Background: an optimization exercise with open tools, aiming at a short achievable clock period and few clock cycles. Do not read the settings as production practice. RTL that was checked went through simulation tests only; none was proved equivalent to the original. Power figures rest on the tool's default switching activity, not on a simulated workload.

==> run a <==
==> flow/design.v (excerpt) <==
module riscvSingle #(
    parameter logic [31:0] resetPc = 32'h0000_0000
) (
    input  wire logic        clk,
    input  wire logic        arstN,
    output logic [31:0]      pc,
    input  wire logic [31:0] instr,
    output logic [31:0]      memAddr,
    output logic [31:0]      memWriteData,
    output logic             memWrite,
    input  wire logic [31:0] memReadData
);
clock: 8.3 ns
lec_check: 0
abc_clock_period_in_ps: 2500
cap_margin: 20
core_margin: 2
core_utilization: 50
setup_slack_margin: 5
slew_margin: 20
run.sh (not shown) runs the stock make flow with config.mk's settings and CLKGATE_MAP_FILE= SYNTH_SCRIPT=/design/flow/synth_recipe.tcl, a recipe that flattens the netlist after the stock synthesis.
==> inputs of run b, as changes to run a <==
--- a/flow/design.v
+++ b/flow/design.v
@@ -67,44 +67,44 @@
 endmodule
 `default_nettype wire
 `timescale 1ns/1ps
 `default_nettype none
 module regFile (
     input  wire logic            clk,
     input  wire logic [31:1]     we,
     input  wire logic [31:0]     wd,
-    input  wire logic [3:0]      lo1,
-    input  wire logic [3:0]      lo2,
-    output logic [7:0][31:0]     cand1,
-    output logic [7:0][31:0]     cand2
+    input  wire logic [7:0]      lo1,
+    input  wire logic [7:0]      lo2,
+    output logic [3:0][31:0]     cand1,
+    output logic [3:0][31:0]     cand2
 );
     logic [31:0] regs [1:31];
     always_ff @(posedge clk)
     begin
         for (int i = 1; i < 32; i++)
         begin
             if (we[i])
             begin
                 regs[i] <= wd;
             end
         end
     end
     always_comb
     begin
-        for (int g = 0; g < 8; g++)
+        for (int g = 0; g < 4; g++)
         begin
             cand1[g] = 32'd0;
             cand2[g] = 32'd0;
-            for (int j = 0; j < 4; j++)
+            for (int j = 0; j < 8; j++)
             begin
-                if (4 * g + j != 0)
+                if (8 * g + j != 0)
                 begin
-                    cand1[g] = cand1[g] | ({32{lo1[j]}} & regs[4*g+j]);
-                    cand2[g] = cand2[g] | ({32{lo2[j]}} & regs[4*g+j]);
+                    cand1[g] = cand1[g] | ({32{lo1[j]}} & regs[8*g+j]);
+                    cand2[g] = cand2[g] | ({32{lo2[j]}} & regs[8*g+j]);
                 end
             end
         end
     end
 endmodule
 `default_nettype wire
 `timescale 1ns/1ps
 `default_nettype none
@@ -158,17 +158,19 @@
         .selAnd   (selAnd),
         .selOr    (selOr),
         .selSlt   (selSlt)
     );
     assign pcPlus4F = pcF + 32'd4;
     logic [11:0] lowJ, lowB;
     assign lowJ  = {1'b0, pcF[11:1]} + {1'b0, immJ[11:1]};
     assign lowB  = {1'b0, pcF[11:1]} + {1'b0, immB[11:1]};
-    assign tgtF  = {pcF[31:12], instr[3] ? lowJ[10:0] : lowB[10:0], pcF[0]};
+    assign tgtF  = {pcF[31:12],
+                    ({11{instr[3]}} & lowJ[10:0]) | ({11{~instr[3]}} & lowB[10:0]),
+                    pcF[0]};
     assign takeF  = ~redirE & ~redirD & ~stall & (isJal | (isBranch & sameRs));
     assign pcRest = redirE ? tgtE : (redirD ? tgtFullD : (stall ? pcF : pcPlus4F));
     assign pcNext = takeF ? tgtF : pcRest;
     always_comb
     begin
         case (takeF)
             1'b1:    pcOutNext = tgtF;
             default: pcOutNext = pcRest;
@@ -189,19 +191,19 @@
     end
     assign pc = pcOut;
     logic        validD;
     logic [4:0]  rdD;
     logic        loadD, storeD, jalD, brD, useImmD, useRs1D, useRs2D, wrD;
     logic        selAddD, selSubD, selAndD, selOrD, selSltD;
     logic [31:0] immOpD, immTgtD, linkD, pcD;
     logic        takenD;
-    logic [3:0]       lo1F, lo2F;
-    logic [7:0][31:0] cand1F, cand2F, cand1D, cand2D;
-    logic [7:0]       sC1, sC2;
+    logic [7:0]       lo1F, lo2F;
+    logic [3:0][31:0] cand1F, cand2F, cand1D, cand2D;
+    logic [3:0]       sC1, sC2;
     logic             sMld1, sMld2, sMalu1, sMalu2, sW1, sW2, sX1, sX2;
     logic [31:0]      fwOld1, fwOld2;
     logic        fwE1D, fwE2D;
     logic        fwM1n, fwM2n, fwW1n, fwW2n, fwX1n, fwX2n;
     logic        fwE1n, fwE2n, inv1n;
     logic        p1Sum, n1Sum, p1And, n1And, p1Or, n1Or, p1Slt, n1Slt;
     logic        q2Sum, q2NSum, q2And, q2Or, q2Slt;
     logic        wrW;
@@ -246,29 +248,29 @@
             immTgtD <= isJal ? immJ : immB;
             takenD  <= isJal | (isBranch & sameRs);
             linkD   <= pcPlus4F;
             pcD     <= pcF;
         end
     end
     always_comb
     begin
-        for (int j = 0; j < 4; j++)
+        for (int j = 0; j < 8; j++)
         begin
-            lo1F[j] = (instr[16:15] == 2'(j));
-            lo2F[j] = (instr[21:20] == 2'(j));
+            lo1F[j] = (instr[17:15] == 3'(j));
+            lo2F[j] = (instr[22:20] == 3'(j));
         end
     end
     always_comb
     begin
         fwOld1 = ({32{sMld1}} & readData) | ({32{sMalu1}} & resM) |
                  ({32{sW1}} & wbW) | ({32{sX1}} & wbX);
         fwOld2 = ({32{sMld2}} & readData) | ({32{sMalu2}} & resM) |
                  ({32{sW2}} & wbW) | ({32{sX2}} & wbX);
-        for (int g = 0; g < 8; g++)
+        for (int g = 0; g < 4; g++)
         begin
             fwOld1 = fwOld1 | ({32{sC1[g]}} & cand1D[g]);
             fwOld2 = fwOld2 | ({32{sC2[g]}} & cand2D[g]);
         end
     end
     assign fwE1n = validD & wrD & (rdD == instr[19:15]);
     assign fwE2n = validD & wrD & (rdD == instr[24:20]);
     assign fwM1n = validE & wrE & (rdE == instr[19:15]);
@@ -279,20 +281,20 @@
     assign fwX2n = wrW & (rdW == instr[24:20]);
     assign inv1n = selSub | selSlt;
     always_ff @(posedge clk)
     begin
         if (!stall)
         begin
             cand1D <= cand1F;
             cand2D <= cand2F;
-            for (int g = 0; g < 8; g++)
+            for (int g = 0; g < 4; g++)
             begin
-                sC1[g] <= (instr[19:17] == 3'(g)) & ~(fwM1n | fwW1n | fwX1n);
-                sC2[g] <= (instr[24:22] == 3'(g)) & ~(fwM2n | fwW2n | fwX2n);
+                sC1[g] <= (instr[19:18] == 2'(g)) & ~(fwM1n | fwW1n | fwX1n);
+                sC2[g] <= (instr[24:23] == 2'(g)) & ~(fwM2n | fwW2n | fwX2n);
             end
             sMld1  <= fwM1n & loadE;
             sMld2  <= fwM2n & loadE;
             sMalu1 <= fwM1n & ~loadE;
             sMalu2 <= fwM2n & ~loadE;
             sW1    <= fwW1n & ~fwM1n;
             sW2    <= fwW2n & ~fwM2n;
             sX1    <= fwX1n & ~fwW1n & ~fwM1n;
@@ -312,18 +314,18 @@
             q2And  <= fwE2n & selAndD;
             q2Or   <= fwE2n & selOrD;
             q2Slt  <= fwE2n & selSltD;
         end
         else
         begin
             cand1D[0] <= fwOld1;
             cand2D[0] <= fwOld2;
-            sC1       <= {7'd0, ~fwE1D};
-            sC2       <= {7'd0, ~fwE2D};
+            sC1       <= {3'b000, ~fwE1D};
+            sC2       <= {3'b000, ~fwE2D};
             sMld1     <= fwE1D & loadE;
             sMld2     <= fwE2D & loadE;
             sMalu1    <= fwE1D & ~loadE;
             sMalu2    <= fwE2D & ~loadE;
             sW1       <= 1'b0;
             sW2       <= 1'b0;
             sX1       <= 1'b0;
             sX2       <= 1'b0;
@@ -432,36 +434,24 @@
             wrM    <= 1'b0;
         end
         else
         begin
             storeM <= validE & storeE;
             wrM    <= validE & wrE;
         end
     end
-    logic [31:0] addrNext, addrM;
-    always_comb
-    begin
-        case (1'b1)
-            selSubE: addrNext = ~sumE;
-            selAndE: addrNext = andE;
-            selOrE:  addrNext = orE;
-            selSltE: addrNext = {31'd0, ltE};
-            default: addrNext = sumE;
-        endcase
-    end
     always_ff @(posedge clk)
     begin
-        addrM   <= addrNext;
         resM    <= aluRes;
         stDataM <= stDataE;
         loadM   <= loadE;
         rdM     <= rdE;
     end
-    assign memAddr      = addrM;
+    assign memAddr      = resM;
     assign memWriteData = stDataM;
     assign memWrite     = storeM;
     always_ff @(posedge clk or negedge arstN)
     begin
         if (!arstN)
         begin
             weW <= '0;
             wrW <= 1'b0;
==> results.txt <==
metric	run a	run b
Result of the run	complete, no violations	complete, no violations
Global routing met1 resource utilization	0.414	0.482
P_comb	5.95 mW	5.63 mW
Sink of the worst hold path	dPath.stDataM[27]	dPath.stDataM[11]
Global-route usage over all layers	0.323	0.379
Area of combinational cells with multiple inputs	28300 um^2	24700 um^2
Fraction of final layout cells with drive strength greater than 1	0.237	0.142
Netlist cell types	84	79
Number of global-route vias before repair	52.4k	53.5k
Critical path capture point	dPath.aE[30]	dPath.cand2D[53]
Net count after synthesis	5638	5856
Proportion of synthesized flip-flops having asynchronous set or reset	0.0335	0.0392
Clock buf count	287	241
Number of gates given a new drive strength after cts	239	304
Synth Area in Compound Gates	0.0932	0.175
Proportion of synthesized chip area in sequential cells	0.656	0.646
Fillcell total	13.0k	11.8k
Routability congestion estimate	0.929	0.952
Power per unit of standard cell area	300 nW/um^2	306 nW/um^2
Area growth syn-to-layout	14.7%	14.8%
Function was not checked in any run of this note: the RTL went through the layout flow alone.


==> exp/nickel <==
Another version of the RTL of riscvSingle (not shown whole).
==> flow/config.mk <==
export PLATFORM = sky130hd
export DESIGN_NAME = riscvSingle
export DESIGN_NICKNAME = riscvSingle
export VERILOG_FILES = /design/flow/design.v
export SDC_FILE = /design/flow/constraint.sdc
export NUM_CORES = 4
export LEC_CHECK = 0
export ABC_CLOCK_PERIOD_IN_PS = 2500
export CAP_MARGIN = 20
export CORE_MARGIN = 2
export CORE_UTILIZATION = 50
export SETUP_SLACK_MARGIN = 5
export SLEW_MARGIN = 20
==> flow/constraint.sdc <==
create_clock -name core_clock -period 8.3 [get_ports {clk}]
set_input_delay 1.6600 -clock core_clock [delete_from_list [all_inputs] [get_ports {clk}]]
set_output_delay 1.6600 -clock core_clock [all_outputs]
set_load 0.01 [all_outputs]
==> inputs of exp/maple, as changes to exp/nickel <==
--- a/flow/design.v
+++ b/flow/design.v
@@ -64,49 +64,43 @@
     assign selSlt = aluOp & ~funct3[2] &  funct3[1];
     assign selSub = isRType & ~funct3[2] & ~funct3[1] & funct7b5;
     assign selAdd = ~(selAnd | selOr | selSlt | selSub);
 endmodule
 `default_nettype wire
 `timescale 1ns/1ps
 `default_nettype none
 module regFile (
-    input  wire logic            clk,
-    input  wire logic [31:1]     we,
-    input  wire logic [31:0]     wd,
-    input  wire logic [7:0]      lo1,
-    input  wire logic [7:0]      lo2,
-    output logic [3:0][31:0]     cand1,
-    output logic [3:0][31:0]     cand2
+    input  wire logic        clk,
+    input  wire logic [31:1] we,
+    input  wire logic [31:0] wd,
+    input  wire logic [31:1] sel1,
+    input  wire logic [31:1] sel2,
+    output logic [31:0]      rd1,
+    output logic [31:0]      rd2
 );
     logic [31:0] regs [1:31];
     always_ff @(posedge clk)
     begin
         for (int i = 1; i < 32; i++)
         begin
             if (we[i])
             begin
                 regs[i] <= wd;
             end
         end
     end
     always_comb
     begin
-        for (int g = 0; g < 4; g++)
+        rd1 = 32'd0;
+        rd2 = 32'd0;
+        for (int i = 1; i < 32; i++)
         begin
-            cand1[g] = 32'd0;
-            cand2[g] = 32'd0;
-            for (int j = 0; j < 8; j++)
-            begin
-                if (8 * g + j != 0)
-                begin
-                    cand1[g] = cand1[g] | ({32{lo1[j]}} & regs[8*g+j]);
-                    cand2[g] = cand2[g] | ({32{lo2[j]}} & regs[8*g+j]);
-                end
-            end
+            rd1 = rd1 | ({32{sel1[i]}} & regs[i]);
+            rd2 = rd2 | ({32{sel2[i]}} & regs[i]);
         end
     end
 endmodule
 `default_nettype wire
 `timescale 1ns/1ps
 `default_nettype none
 module dataPath #(
     parameter logic [31:0] resetPc = 32'h0000_0000
@@ -189,20 +183,18 @@
     end
     assign pc = pcOut;
     logic        validD;
     logic [4:0]  rdD;
     logic        loadD, storeD, jalD, brD, useImmD, useRs1D, useRs2D, wrD;
     logic        selAddD, selSubD, selAndD, selOrD, selSltD;
     logic [31:0] immOpD, immTgtD, linkD, pcD;
     logic        takenD;
-    logic [7:0]       lo1F, lo2F;
-    logic [3:0][31:0] cand1F, cand2F, cand1D, cand2D;
-    logic [3:0]       grp1D, grp2D;
-    logic [31:0]      rv1D, rv2D, fwOld1, fwOld2;
+    logic [31:1] oh1F, oh2F;
+    logic [31:0] rv1F, rv2F, rv1D, rv2D, fwOld1, fwOld2;
     logic        fwE1D, fwE2D, fwM1D, fwM2D, fwW1D, fwW2D, fwX1D, fwX2D;
     logic        fwE1n, fwE2n, inv1n;
     logic        p1Sum, n1Sum, p1And, n1And, p1Or, n1Or, p1Slt, n1Slt;
     logic        q2Sum, q2NSum, q2And, q2Or, q2Slt;
     logic        wrW;
     logic [4:0]  rdW;
     logic [31:0] wbX;
     logic        validE, wrE, wrM;
@@ -244,46 +236,31 @@
             immTgtD <= isJal ? immJ : immB;
             takenD  <= isJal | (isBranch & sameRs);
             linkD   <= pcPlus4F;
             pcD     <= pcF;
         end
     end
     always_comb
     begin
-        for (int j = 0; j < 8; j++)
-        begin
-            lo1F[j] = (instr[17:15] == 3'(j));
-            lo2F[j] = (instr[22:20] == 3'(j));
-        end
-    end
-    always_comb
-    begin
-        rv1D = 32'd0;
-        rv2D = 32'd0;
-        for (int g = 0; g < 4; g++)
+        for (int i = 1; i < 32; i++)
         begin
-            rv1D = rv1D | ({32{grp1D[g]}} & cand1D[g]);
-            rv2D = rv2D | ({32{grp2D[g]}} & cand2D[g]);
+            oh1F[i] = (instr[19:15] == 5'(i));
+            oh2F[i] = (instr[24:20] == 5'(i));
         end
     end
     assign fwE1n = validD & wrD & (rdD == instr[19:15]);
     assign fwE2n = validD & wrD & (rdD == instr[24:20]);
     assign inv1n = selSub | selSlt;
     always_ff @(posedge clk)
     begin
         if (!stall)
         begin
-            cand1D <= cand1F;
-            cand2D <= cand2F;
-            for (int g = 0; g < 4; g++)
-            begin
-                grp1D[g] <= (instr[19:18] == 2'(g));
-                grp2D[g] <= (instr[24:23] == 2'(g));
-            end
+            rv1D  <= rv1F;
+            rv2D  <= rv2F;
             fwE1D <= fwE1n;
             fwE2D <= fwE2n;
             p1Sum <= fwE1n & ((selAddD & ~inv1n) | (selSubD & inv1n));
             n1Sum <= fwE1n & ((selAddD & inv1n) | (selSubD & ~inv1n));
             p1And <= fwE1n & selAndD & ~inv1n;
             n1And <= fwE1n & selAndD & inv1n;
             p1Or  <= fwE1n & selOrD & ~inv1n;
             n1Or  <= fwE1n & selOrD & inv1n;
@@ -298,20 +275,18 @@
             fwM2D <= validE & wrE & (rdE == instr[24:20]);
             fwW1D <= wrM & (rdM == instr[19:15]);
             fwW2D <= wrM & (rdM == instr[24:20]);
             fwX1D <= wrW & (rdW == instr[19:15]);
             fwX2D <= wrW & (rdW == instr[24:20]);
         end
         else
         begin
-            cand1D[0] <= fwOld1;
-            cand2D[0] <= fwOld2;
-            grp1D     <= 4'b0001;
-            grp2D     <= 4'b0001;
+            rv1D  <= fwOld1;
+            rv2D  <= fwOld2;
             fwE1D <= 1'b0;
             fwE2D <= 1'b0;
             p1Sum <= 1'b0;
             n1Sum <= 1'b0;
             p1And <= 1'b0;
             n1And <= 1'b0;
             p1Or  <= 1'b0;
             n1Or  <= 1'b0;
@@ -337,20 +312,20 @@
     logic [31:0] wbW;
     logic [31:0] fw2, aluRes, wbM;
     logic [11:0] lowD;
     logic        okD;
     regFile regs (
         .clk (clk),
         .we   (weW),
         .wd   (wbW),
-        .lo1   (lo1F),
-        .lo2   (lo2F),
-        .cand1 (cand1F),
-        .cand2 (cand2F)
+        .sel1 (oh1F),
+        .sel2 (oh2F),
+        .rd1 (rv1F),
+        .rd2 (rv2F)
     );
     assign wbM = loadM ? readData : resM;
     assign fwOld1 = fwM1D ? wbM : (fwW1D ? wbW : (fwX1D ? wbX : rv1D));
     assign fwOld2 = fwM2D ? wbM : (fwW2D ? wbW : (fwX2D ? wbX : rv2D));
     logic [31:0] aluFw1, aluFw2, andE, orE;
     logic        ltE;
     assign aluFw1 = ({32{p1Sum}} & sumE) | ({32{n1Sum}} & ~sumE) |
                     ({32{p1And}} & andE) | ({32{n1And}} & ~andE) |
==> inputs of exp/onyx, as changes to exp/nickel <==
--- a/flow/design.v
+++ b/flow/design.v
@@ -191,19 +191,21 @@
     logic        validD;
     logic [4:0]  rdD;
     logic        loadD, storeD, jalD, brD, useImmD, useRs1D, useRs2D, wrD;
     logic        selAddD, selSubD, selAndD, selOrD, selSltD;
     logic [31:0] immOpD, immTgtD, linkD, pcD;
     logic        takenD;
     logic [7:0]       lo1F, lo2F;
     logic [3:0][31:0] cand1F, cand2F, cand1D, cand2D;
-    logic [3:0]       grp1D, grp2D;
-    logic [31:0]      rv1D, rv2D, fwOld1, fwOld2;
-    logic        fwE1D, fwE2D, fwM1D, fwM2D, fwW1D, fwW2D, fwX1D, fwX2D;
+    logic [3:0]       sC1, sC2;
+    logic             sMld1, sMld2, sMalu1, sMalu2, sW1, sW2, sX1, sX2;
+    logic [31:0]      fwOld1, fwOld2;
+    logic        fwE1D, fwE2D;
+    logic        fwM1n, fwM2n, fwW1n, fwW2n, fwX1n, fwX2n;
     logic        fwE1n, fwE2n, inv1n;
     logic        p1Sum, n1Sum, p1And, n1And, p1Or, n1Or, p1Slt, n1Slt;
     logic        q2Sum, q2NSum, q2And, q2Or, q2Slt;
     logic        wrW;
     logic [4:0]  rdW;
     logic [31:0] wbX;
     logic        validE, wrE, wrM;
     logic [4:0]  rdE, rdM;
@@ -252,87 +254,99 @@
         for (int j = 0; j < 8; j++)
         begin
             lo1F[j] = (instr[17:15] == 3'(j));
             lo2F[j] = (instr[22:20] == 3'(j));
         end
     end
     always_comb
     begin
-        rv1D = 32'd0;
-        rv2D = 32'd0;
+        fwOld1 = ({32{sMld1}} & readData) | ({32{sMalu1}} & resM) |
+                 ({32{sW1}} & wbW) | ({32{sX1}} & wbX);
+        fwOld2 = ({32{sMld2}} & readData) | ({32{sMalu2}} & resM) |
+                 ({32{sW2}} & wbW) | ({32{sX2}} & wbX);
         for (int g = 0; g < 4; g++)
         begin
-            rv1D = rv1D | ({32{grp1D[g]}} & cand1D[g]);
-            rv2D = rv2D | ({32{grp2D[g]}} & cand2D[g]);
+            fwOld1 = fwOld1 | ({32{sC1[g]}} & cand1D[g]);
+            fwOld2 = fwOld2 | ({32{sC2[g]}} & cand2D[g]);
         end
     end
     assign fwE1n = validD & wrD & (rdD == instr[19:15]);
     assign fwE2n = validD & wrD & (rdD == instr[24:20]);
+    assign fwM1n = validE & wrE & (rdE == instr[19:15]);
+    assign fwM2n = validE & wrE & (rdE == instr[24:20]);
+    assign fwW1n = wrM & (rdM == instr[19:15]);
+    assign fwW2n = wrM & (rdM == instr[24:20]);
+    assign fwX1n = wrW & (rdW == instr[19:15]);
+    assign fwX2n = wrW & (rdW == instr[24:20]);
     assign inv1n = selSub | selSlt;
     always_ff @(posedge clk)
     begin
         if (!stall)
         begin
             cand1D <= cand1F;
             cand2D <= cand2F;
             for (int g = 0; g < 4; g++)
             begin
-                grp1D[g] <= (instr[19:18] == 2'(g));
-                grp2D[g] <= (instr[24:23] == 2'(g));
+                sC1[g] <= (instr[19:18] == 2'(g)) & ~(fwM1n | fwW1n | fwX1n);
+                sC2[g] <= (instr[24:23] == 2'(g)) & ~(fwM2n | fwW2n | fwX2n);
             end
+            sMld1  <= fwM1n & loadE;
+            sMld2  <= fwM2n & loadE;
+            sMalu1 <= fwM1n & ~loadE;
+            sMalu2 <= fwM2n & ~loadE;
+            sW1    <= fwW1n & ~fwM1n;
+            sW2    <= fwW2n & ~fwM2n;
+            sX1    <= fwX1n & ~fwW1n & ~fwM1n;
+            sX2    <= fwX2n & ~fwW2n & ~fwM2n;
             fwE1D <= fwE1n;
             fwE2D <= fwE2n;
             p1Sum <= fwE1n & ((selAddD & ~inv1n) | (selSubD & inv1n));
             n1Sum <= fwE1n & ((selAddD & inv1n) | (selSubD & ~inv1n));
             p1And <= fwE1n & selAndD & ~inv1n;
             n1And <= fwE1n & selAndD & inv1n;
             p1Or  <= fwE1n & selOrD & ~inv1n;
             n1Or  <= fwE1n & selOrD & inv1n;
             p1Slt <= fwE1n & selSltD & ~inv1n;
             n1Slt <= fwE1n & selSltD & inv1n;
             q2Sum  <= fwE2n & selAddD;
             q2NSum <= fwE2n & selSubD;
             q2And  <= fwE2n & selAndD;
             q2Or   <= fwE2n & selOrD;
             q2Slt  <= fwE2n & selSltD;
-            fwM1D <= validE & wrE & (rdE == instr[19:15]);
-            fwM2D <= validE & wrE & (rdE == instr[24:20]);
-            fwW1D <= wrM & (rdM == instr[19:15]);
-            fwW2D <= wrM & (rdM == instr[24:20]);
-            fwX1D <= wrW & (rdW == instr[19:15]);
-            fwX2D <= wrW & (rdW == instr[24:20]);
         end
         else
         begin
             cand1D[0] <= fwOld1;
             cand2D[0] <= fwOld2;
-            grp1D     <= 4'b0001;
-            grp2D     <= 4'b0001;
+            sC1       <= {3'b000, ~fwE1D};
+            sC2       <= {3'b000, ~fwE2D};
+            sMld1     <= fwE1D & loadE;
+            sMld2     <= fwE2D & loadE;
+            sMalu1    <= fwE1D & ~loadE;
+            sMalu2    <= fwE2D & ~loadE;
+            sW1       <= 1'b0;
+            sW2       <= 1'b0;
+            sX1       <= 1'b0;
+            sX2       <= 1'b0;
             fwE1D <= 1'b0;
             fwE2D <= 1'b0;
             p1Sum <= 1'b0;
             n1Sum <= 1'b0;
             p1And <= 1'b0;
             n1And <= 1'b0;
             p1Or  <= 1'b0;
             n1Or  <= 1'b0;
             p1Slt <= 1'b0;
             n1Slt <= 1'b0;
             q2Sum  <= 1'b0;
             q2NSum <= 1'b0;
             q2And  <= 1'b0;
             q2Or   <= 1'b0;
             q2Slt  <= 1'b0;
-            fwM1D <= fwE1D;
-            fwM2D <= fwE2D;
-            fwW1D <= 1'b0;
-            fwW2D <= 1'b0;
-            fwX1D <= 1'b0;
-            fwX2D <= 1'b0;
         end
     end
     logic        loadE;
     logic        loadM;
     logic [31:0] resM;
     logic [31:1] weW;
     logic [31:0] wbW;
     logic [31:0] fw2, aluRes, wbM;
@@ -343,18 +357,16 @@
         .we   (weW),
         .wd   (wbW),
         .lo1   (lo1F),
         .lo2   (lo2F),
         .cand1 (cand1F),
         .cand2 (cand2F)
     );
     assign wbM = loadM ? readData : resM;
-    assign fwOld1 = fwM1D ? wbM : (fwW1D ? wbW : (fwX1D ? wbX : rv1D));
-    assign fwOld2 = fwM2D ? wbM : (fwW2D ? wbW : (fwX2D ? wbX : rv2D));
     logic [31:0] aluFw1, aluFw2, andE, orE;
     logic        ltE;
     assign aluFw1 = ({32{p1Sum}} & sumE) | ({32{n1Sum}} & ~sumE) |
                     ({32{p1And}} & andE) | ({32{n1And}} & ~andE) |
                     ({32{p1Or}}  & orE)  | ({32{n1Or}}  & ~orE)  |
                     {{31{n1Slt}}, (p1Slt & ltE) | (n1Slt & ~ltE)};
     assign aluFw2 = ({32{q2Sum}} & sumE) | ({32{q2NSum}} & ~sumE) |
                     ({32{q2And}} & andE) | ({32{q2Or}}  & orE) |
==> summary of the runs <==
- exp/nickel went through all stages and came out clean. exp/onyx completed with no timing, DRC or antenna violations. exp/maple finished clean.
- Power, highest first: exp/onyx, exp/nickel, exp/maple.
- Global-route usage, lowest first: exp/nickel, exp/onyx, exp/maple.
- Against exp/onyx, the synthesized area of exp/maple is smaller by 8.9%.
- In exp/onyx the sequential share of layout area is higher than in exp/nickel, by 0.30 points.
- Clock skew, lowest first: exp/maple, exp/nickel, exp/onyx.
- In exp/nickel the clock power is larger than in exp/maple, by about 6.5%.
- Flip-flop and latch count: exp/maple is lower than exp/nickel (200).
- The lowest design area belongs to exp/maple, the highest to exp/nickel.
==> figures <==
metric	exp/nickel	exp/maple	exp/onyx
Starting density of the core	50.40%	50.41%	50.20%
CP Launch Point	dPath.grp2D[1]$_SDFF_PP0_	instr[16]	instr[22]
Total length of routed wires	270,000 um	303,800 um	289,900 um
Inst Count DP	7,614	7,069	7,391
Num Clock Sinks	1,733	1,533	1,735
Cell mode on critical path	o21ai_0	buf_12	buf_6
Number of enable-type register cells in the synthesized netlist	1,290	1,098	1,290
Max-Slew Margin vs Limit	24.44%	20.92%	15.96%
Met3 usage	8.335%	17.86%	11.63%
Post-cts resize count	225	416	293
Post-synthesis async set-or-reset flop share	3.924%	4.436%	3.919%
Clock network power	0.00788 W	0.00740 W	0.00835 W
Capture endpoint of the worst hold path	dPath.stDataM[24]$_DFF_P_	dPath.stDataM[17]$_DFF_P_	dPath.stDataM[0]$_DFF_P_
Avg Synthesized Cell Area	12.75 sq um	12.57 sq um	13.14 sq um
Outcome	timing/DRC/antenna clean	timing/DRC/antenna clean	timing/DRC/antenna clean
Die W	390.0 um	370.8 um	388.4 um
FF+latch count	1,733	1,533	1,735
Sequential cell area share	56.53%	52.21%	56.83%
Testbench counts of exp/nickel, summed over its fixed seeds: cycles 43,395.
Only the layout flow was run in exp/maple and exp/onyx; the RTL was not checked for function there.

-- what the ideal ports hide --
In the flow no input, the clock included, has a driving cell. The finished layouts below were timed again as built, in two steps. Step 1 sets driving cells, clkbuf_16 on the clock port and buf_2 on the other inputs (assumed; they add their load-dependent delay and slew). Step 2 also shifts input and output timing later by t, the mid clock arrival at the registers, as if the neighbouring blocks saw the same clock. Slacks: ideal ports / drivers / drivers and shift; pairs: ideal ports / drivers.
| run | shift t [ns] | setup WS [ns] | worst register clock-pin slew, ns |
|---|---|---|---|
| run a | 0.937 | 4.933 / 4.949 / 4.057 | 0.07 / 0.07 |
| run b | 0.912 | 4.954 / 4.939 / 4.074 | 0.07 / 0.07 |
| exp/nickel | 0.903 | 4.971 / 4.957 / 4.143 | 0.07 / 0.07 |
| exp/maple | 0.879 | 4.806 / 4.770 / 3.891 | 0.07 / 0.07 |
| exp/onyx | 0.900 | 4.951 / 4.901 / 4.096 | 0.07 / 0.07 |
After both steps every run listed still meets setup and hold. For exp/maple, which loses most, drivers alone change the setup slack by -0.036 ns; drivers and shift together by -0.915 ns.
